What follows belongs to an exercise in optimizing a design on an open flow for small area; a production flow would make more cautious choices.
Only simulation tests tie the RTL to the original design; equivalence was not proved.

MS:
==> flow/design.v <==
package iida_pkg;
    localparam int DEPTH = 16;
    localparam int IDX_W = $clog2(DEPTH);
    localparam int CNT_W = 5;
    localparam int WORD_W = 32;
    typedef enum logic [2:0] {
        MODE_APPEND = 3'd0,
        MODE_INSERT = 3'd1,
        MODE_DELETE = 3'd2,
        MODE_DROP   = 3'd3,
        MODE_READ   = 3'd4
    } t_mode;
    typedef enum logic [1:0] {
        ST_OK    = 2'd0,
        ST_FULL  = 2'd1,
        ST_RANGE = 2'd2,
        ST_EMPTY = 2'd3
    } t_status;
endpackage
module iida_cell (
    input  logic                               i_clk,
    input  logic                               i_we,
    input  logic signed [iida_pkg::WORD_W-1:0] i_value,
    output logic signed [iida_pkg::WORD_W-1:0] o_word
);
    logic signed [iida_pkg::WORD_W-1:0] r_word;
    always_ff @(posedge i_clk) begin
        if (i_we) begin
            r_word <= i_value;
        end
    end
    assign o_word = r_word;
endmodule
module iida_slot_decode (
    input  logic [iida_pkg::IDX_W-1:0] i_slot,
    input  logic                       i_enable,
    output logic [iida_pkg::DEPTH-1:0] o_select
);
    always_comb begin
        for (int i = 0; i < iida_pkg::DEPTH; i++) begin
            o_select[i] = i_enable && (i_slot == iida_pkg::IDX_W'(i));
        end
    end
endmodule
module iida_entry #(
    parameter int RESET_SLOT = 0
) (
    input  logic                       i_clk,
    input  logic                       i_rst_n,
    input  logic                       i_keep,
    input  logic                       i_left,
    input  logic                       i_new,
    input  logic                       i_right,
    input  logic [iida_pkg::IDX_W-1:0] i_left_slot,
    input  logic [iida_pkg::IDX_W-1:0] i_new_slot,
    input  logic [iida_pkg::IDX_W-1:0] i_right_slot,
    output logic [iida_pkg::IDX_W-1:0] o_slot
);
    logic [iida_pkg::IDX_W-1:0] r_slot;
    always_ff @(posedge i_clk) begin
        r_slot <= ({iida_pkg::IDX_W{i_keep}}   & r_slot)
                | ({iida_pkg::IDX_W{i_left}}   & i_left_slot)
                | ({iida_pkg::IDX_W{i_new}}    & i_new_slot)
                | ({iida_pkg::IDX_W{i_right}}  & i_right_slot)
                | ({iida_pkg::IDX_W{!i_rst_n}} & iida_pkg::IDX_W'(RESET_SLOT));
    end
    assign o_slot = r_slot;
endmodule
module iida_aoi3 (
    input  logic [2:0] i_a,
    input  logic [2:0] i_b,
    output logic       o_y
);
    assign o_y = !((i_a[0] && i_b[0]) || (i_a[1] && i_b[1]) || (i_a[2] && i_b[2]));
endmodule
module iida_select16 (
    input  logic [15:0] i_data,
    input  logic [15:0] i_select,
    output logic        o_bit
);
    logic [5:0] none;
    for (genvar k = 0; k < 5; k++) begin : g_group
        iida_aoi3 u_aoi (
            .i_a (i_data[3*k +: 3]),
            .i_b (i_select[3*k +: 3]),
            .o_y (none[k])
        );
    end
    assign none[5] = !(i_data[15] && i_select[15]);
    assign o_bit   = !(&none);
endmodule
module indexed_insert_delete_array_top (
    input  logic                               i_clk,
    input  logic                               i_rst_n,
    input  logic                               i_cfg_valid,
    output logic                               o_cfg_ready,
    input  logic [iida_pkg::CNT_W-1:0]         i_cfg_capacity_limit,
    input  logic                               i_in_valid,
    output logic                               o_in_ready,
    input  logic [2:0]                         i_mode,
    input  logic [iida_pkg::CNT_W-1:0]         i_position,
    input  logic signed [iida_pkg::WORD_W-1:0] i_value,
    output logic                               o_out_valid,
    input  logic                               i_out_ready,
    output logic [1:0]                         o_status,
    output logic signed [iida_pkg::WORD_W-1:0] o_read_word,
    output logic [iida_pkg::CNT_W-1:0]         o_entry_count
);
    localparam int D = iida_pkg::DEPTH;
    localparam int IW = iida_pkg::IDX_W;
    localparam int CW = iida_pkg::CNT_W;
    logic [CW-1:0]            r_cap_reg;
    logic [CW-1:0]            r_count;
    logic [CW-1:0]            n_count;
    logic                     r_out_valid;
    logic [1:0]               r_status;
    logic [IW-1:0]            r_rd_slot;
    logic                     r_rd_ok;
    logic [D-1:0]             rd_sel;
    logic                     accept;
    logic                     empty;
    logic                     full;
    logic                     pos_lt;
    logic                     pos_le;
    logic [CW:0]              lt_chain;
    logic [CW:0]              cap_chain;
    logic [CW:0]              all_ones;
    logic [CW:0]              all_zeros;
    iida_pkg::t_status        status;
    logic                     rd_ok;
    logic                     ins;
    logic                     del;
    logic                     drop;
    logic                     do_ins;
    logic                     do_del;
    logic [IW-1:0]            op_pos;
    logic [D-1:0]             at_pos;
    logic [D-1:0]             from_pos;
    logic [D-1:0]             take_new;
    logic [D-1:0]             take_left;
    logic [D-1:0]             take_right;
    logic [D-1:0]             keep;
    logic [IW-1:0]            pos_slot;
    logic [D-1:0]             pos_sel;
    logic [IW-1:0]            r_perm [D];
    logic [D-1:0]             slot_we;
    logic signed [iida_pkg::WORD_W-1:0] slot_word [D];
    assign o_cfg_ready = 1'b1;
    assign o_in_ready  = !r_out_valid || i_out_ready;
    assign accept      = i_in_valid && o_in_ready;
    always_comb begin
        lt_chain[0]  = 1'b0;
        cap_chain[0] = 1'b0;
        for (int k = 0; k < CW; k++) begin
            lt_chain[k+1]  = (!i_position[k] && r_count[k]) ||
                             (!(i_position[k] ^ r_count[k]) && lt_chain[k]);
            cap_chain[k+1] = (!r_count[k] && r_cap_reg[k]) ||
                             (!(r_count[k] ^ r_cap_reg[k]) && cap_chain[k]);
        end
    end
    assign empty  = (r_count == '0);
    assign pos_lt = lt_chain[CW];
    assign pos_le = pos_lt || (i_position == r_count);
    assign full   = r_count[CW-1] || (!empty && !cap_chain[CW]);
    always_comb begin
        status = iida_pkg::ST_OK;
        rd_ok  = 1'b0;
        ins    = 1'b0;
        del    = 1'b0;
        drop   = 1'b0;
        unique case (i_mode)
            iida_pkg::MODE_APPEND: begin
                if (full) begin
                    status = iida_pkg::ST_FULL;
                end else begin
                    ins = 1'b1;
                end
            end
            iida_pkg::MODE_INSERT: begin
                if (!pos_le) begin
                    status = iida_pkg::ST_RANGE;
                end else if (full) begin
                    status = iida_pkg::ST_FULL;
                end else begin
                    ins = 1'b1;
                end
            end
            iida_pkg::MODE_DELETE: begin
                if (empty) begin
                    status = iida_pkg::ST_EMPTY;
                end else if (!pos_lt) begin
                    status = iida_pkg::ST_RANGE;
                end else begin
                    del = 1'b1;
                end
            end
            iida_pkg::MODE_DROP: begin
                if (empty) begin
                    status = iida_pkg::ST_EMPTY;
                end else begin
                    drop = 1'b1;
                end
            end
            iida_pkg::MODE_READ: begin
                if (!pos_lt) begin
                    status = iida_pkg::ST_RANGE;
                end else begin
                    rd_ok = 1'b1;
                end
            end
            default: begin
            end
        endcase
    end
    always_comb begin
        all_ones[0]  = 1'b1;
        all_zeros[0] = 1'b1;
        for (int k = 0; k < CW; k++) begin
            all_ones[k+1]  = all_ones[k] && r_count[k];
            all_zeros[k+1] = all_zeros[k] && !r_count[k];
            n_count[k] = r_count[k] ^ ((ins && all_ones[k]) || ((del || drop) && all_zeros[k]));
        end
    end
    assign op_pos   = (i_mode[0] || i_mode[1]) ? i_position[IW-1:0] : r_count[IW-1:0];
    iida_slot_decode u_pos_decode (
        .i_slot   (i_position[IW-1:0]),
        .i_enable (1'b1),
        .o_select (pos_sel)
    );
    for (genvar b = 0; b < IW; b++) begin : g_pos_slot_bit
        logic [D-1:0] column;
        for (genvar g = 0; g < D; g++) begin : g_col
            assign column[g] = r_perm[g][b];
        end
        iida_select16 u_select (
            .i_data   (column),
            .i_select (pos_sel),
            .o_bit    (pos_slot[b])
        );
    end
    assign do_ins   = i_rst_n && accept && ins;
    assign do_del   = i_rst_n && accept && del;
    always_comb begin
        for (int i = 0; i < D; i++) begin
            at_pos[i] = (op_pos == IW'(i));
            if (i == 0) begin
                from_pos[i] = at_pos[i];
            end else begin
                from_pos[i] = from_pos[i-1] || at_pos[i];
            end
            take_new[i]   = do_ins && at_pos[i];
            take_left[i]  = do_ins && from_pos[i] && !at_pos[i];
            take_right[i] = do_del && from_pos[i];
            keep[i]       = i_rst_n && !take_new[i] && !take_left[i] && !take_right[i];
        end
    end
    for (genvar g = 0; g < D; g++) begin : g_entry
        iida_entry #(.RESET_SLOT(g)) u_entry (
            .i_clk   (i_clk),
            .i_rst_n (i_rst_n),
            .i_keep  (keep[g]),
            .i_left  (take_left[g]),
            .i_new   (take_new[g]),
            .i_right (take_right[g]),
            .i_left_slot  (r_perm[(g+D-1)%D]),
            .i_new_slot   (r_perm[D-1]),
            .i_right_slot ((g == D-1) ? pos_slot : r_perm[(g+1)%D]),
            .o_slot  (r_perm[g])
        );
    end
    iida_slot_decode u_we_decode (
        .i_slot   (r_perm[D-1]),
        .i_enable (accept && ins),
        .o_select (slot_we)
    );
    for (genvar g = 0; g < D; g++) begin : g_slot
        iida_cell u_cell (
            .i_clk   (i_clk),
            .i_we    (slot_we[g]),
            .i_value (i_value),
            .o_word  (slot_word[g])
        );
    end
    always_ff @(posedge i_clk) begin
        if (!i_rst_n) begin
            r_cap_reg   <= CW'(D);
            r_count     <= '0;
            r_out_valid <= 1'b0;
        end else begin
            if (i_cfg_valid) begin
                r_cap_reg <= i_cfg_capacity_limit;
            end
            if (accept) begin
                r_count     <= n_count;
                r_out_valid <= 1'b1;
            end else if (i_out_ready) begin
                r_out_valid <= 1'b0;
            end
        end
    end
    always_ff @(posedge i_clk) begin
        if (accept) begin
            r_status <= status;
            r_rd_slot <= pos_slot;
            r_rd_ok   <= rd_ok;
        end
    end
    iida_slot_decode u_rd_decode (
        .i_slot   (r_rd_slot),
        .i_enable (r_rd_ok),
        .o_select (rd_sel)
    );
    for (genvar b = 0; b < iida_pkg::WORD_W; b++) begin : g_read_bit
        logic [D-1:0] column;
        for (genvar g = 0; g < D; g++) begin : g_col
            assign column[g] = slot_word[g][b];
        end
        iida_select16 u_select (
            .i_data   (column),
            .i_select (rd_sel),
            .o_bit    (o_read_word[b])
        );
    end
    assign o_out_valid   = r_out_valid;
    assign o_status      = r_status;
    assign o_entry_count = r_count;
endmodule
export LEC_CHECK = 0
export CAP_MARGIN = 20
export CORE_MARGIN = 2
export CORE_UTILIZATION = 40
export CTS_BUF_LIST = sky130_fd_sc_hd__clkbuf_8
export CTS_CLUSTER_DIAMETER = 80
export CTS_CLUSTER_SIZE = 15
export SLEW_MARGIN = 20
export SYNTH_HIERARCHICAL = 1
export SYNTH_MINIMUM_KEEP_SIZE = 0
create_clock -name core_clock -period 5.0 [get_ports {i_clk}]
standard.sh (not shown) runs the stock make flow with config.mk's settings and CLKGATE_MAP_FILE= SYNTH_SCRIPT=/design/flow/synth_recipe.tcl, a recipe that flattens the netlist after the stock synthesis.
==> flow/flow/run.sh <==
#!/bin/bash
# The standard layout, with the smallest buffer on every input and output
# port instead of the one the placer picks by default.
set -euo pipefail
export BUFFER_PORTS_ARGS="-buffer_cell sky130_fd_sc_hd__buf_1"
bash standard.sh > standard.log 2>&1
Setup changes, MS to TR
==> flow/run.sh (new file) <==
#!/bin/bash
# synth_recipe.tcl (not shown) runs the flow's synth.tcl, then flattens the netlist and writes it again
# the make line also repeats each setting of config.mk as NAME=value (left out here)
make -C /OpenROAD-flow-scripts/flow DESIGN_CONFIG=/design/flow/config.mk WORK_HOME=/design/flow/orfs CLKGATE_MAP_FILE= SYNTH_SCRIPT=/design/flow/synth_recipe.tcl finish
removed: flow/flow/run.sh
removed: flow/standard.sh
==> notes.md <==
TR was carried through to the last stage, and its layout satisfied the timing, DRC and antenna checks.
Higher number of iterations in the first detailed-routing pass goes to MS over TR.
Period utilization: TR > MS
Compared MS against TR; insertion delay of the later-clocked pin in the worst-skew pair within noise.
Compared to MS, TR has total vias in the final route about 0.7% higher.
TR vs. MS: count of standard-cell rows saw little to no change, critical path depth ~0 delta.

[separate check: timing with driven ports]
Ports are ideal in the flow. The routed layouts listed here were re-timed in OpenROAD. Step 1 (the two cells are an assumption about what drives the block):
set clk [get_ports {i_clk}]
set_driving_cell -lib_cell sky130_fd_sc_hd__clkbuf_16 $clk
set_driving_cell -lib_cell sky130_fd_sc_hd__buf_2 [delete_from_list [all_inputs] $clk]
Step 2 also shifts input and output timing later by t, the mid clock arrival at the registers, as if the neighbouring blocks saw the same clock. Three values: no drivers, after step 1, after step 2; two values: the first two.
run	t, ns	slack for setup (ns)	latest minus earliest clock arrival (ns)	cell pins on the clock port's net
MS	0.694	0.574 / 0.520 / 0.784	0.030 / 0.029	1
TR	0.699	0.367 / 0.314 / 0.690	0.038 / 0.039	1
After both steps setup and hold are still met in every run listed.
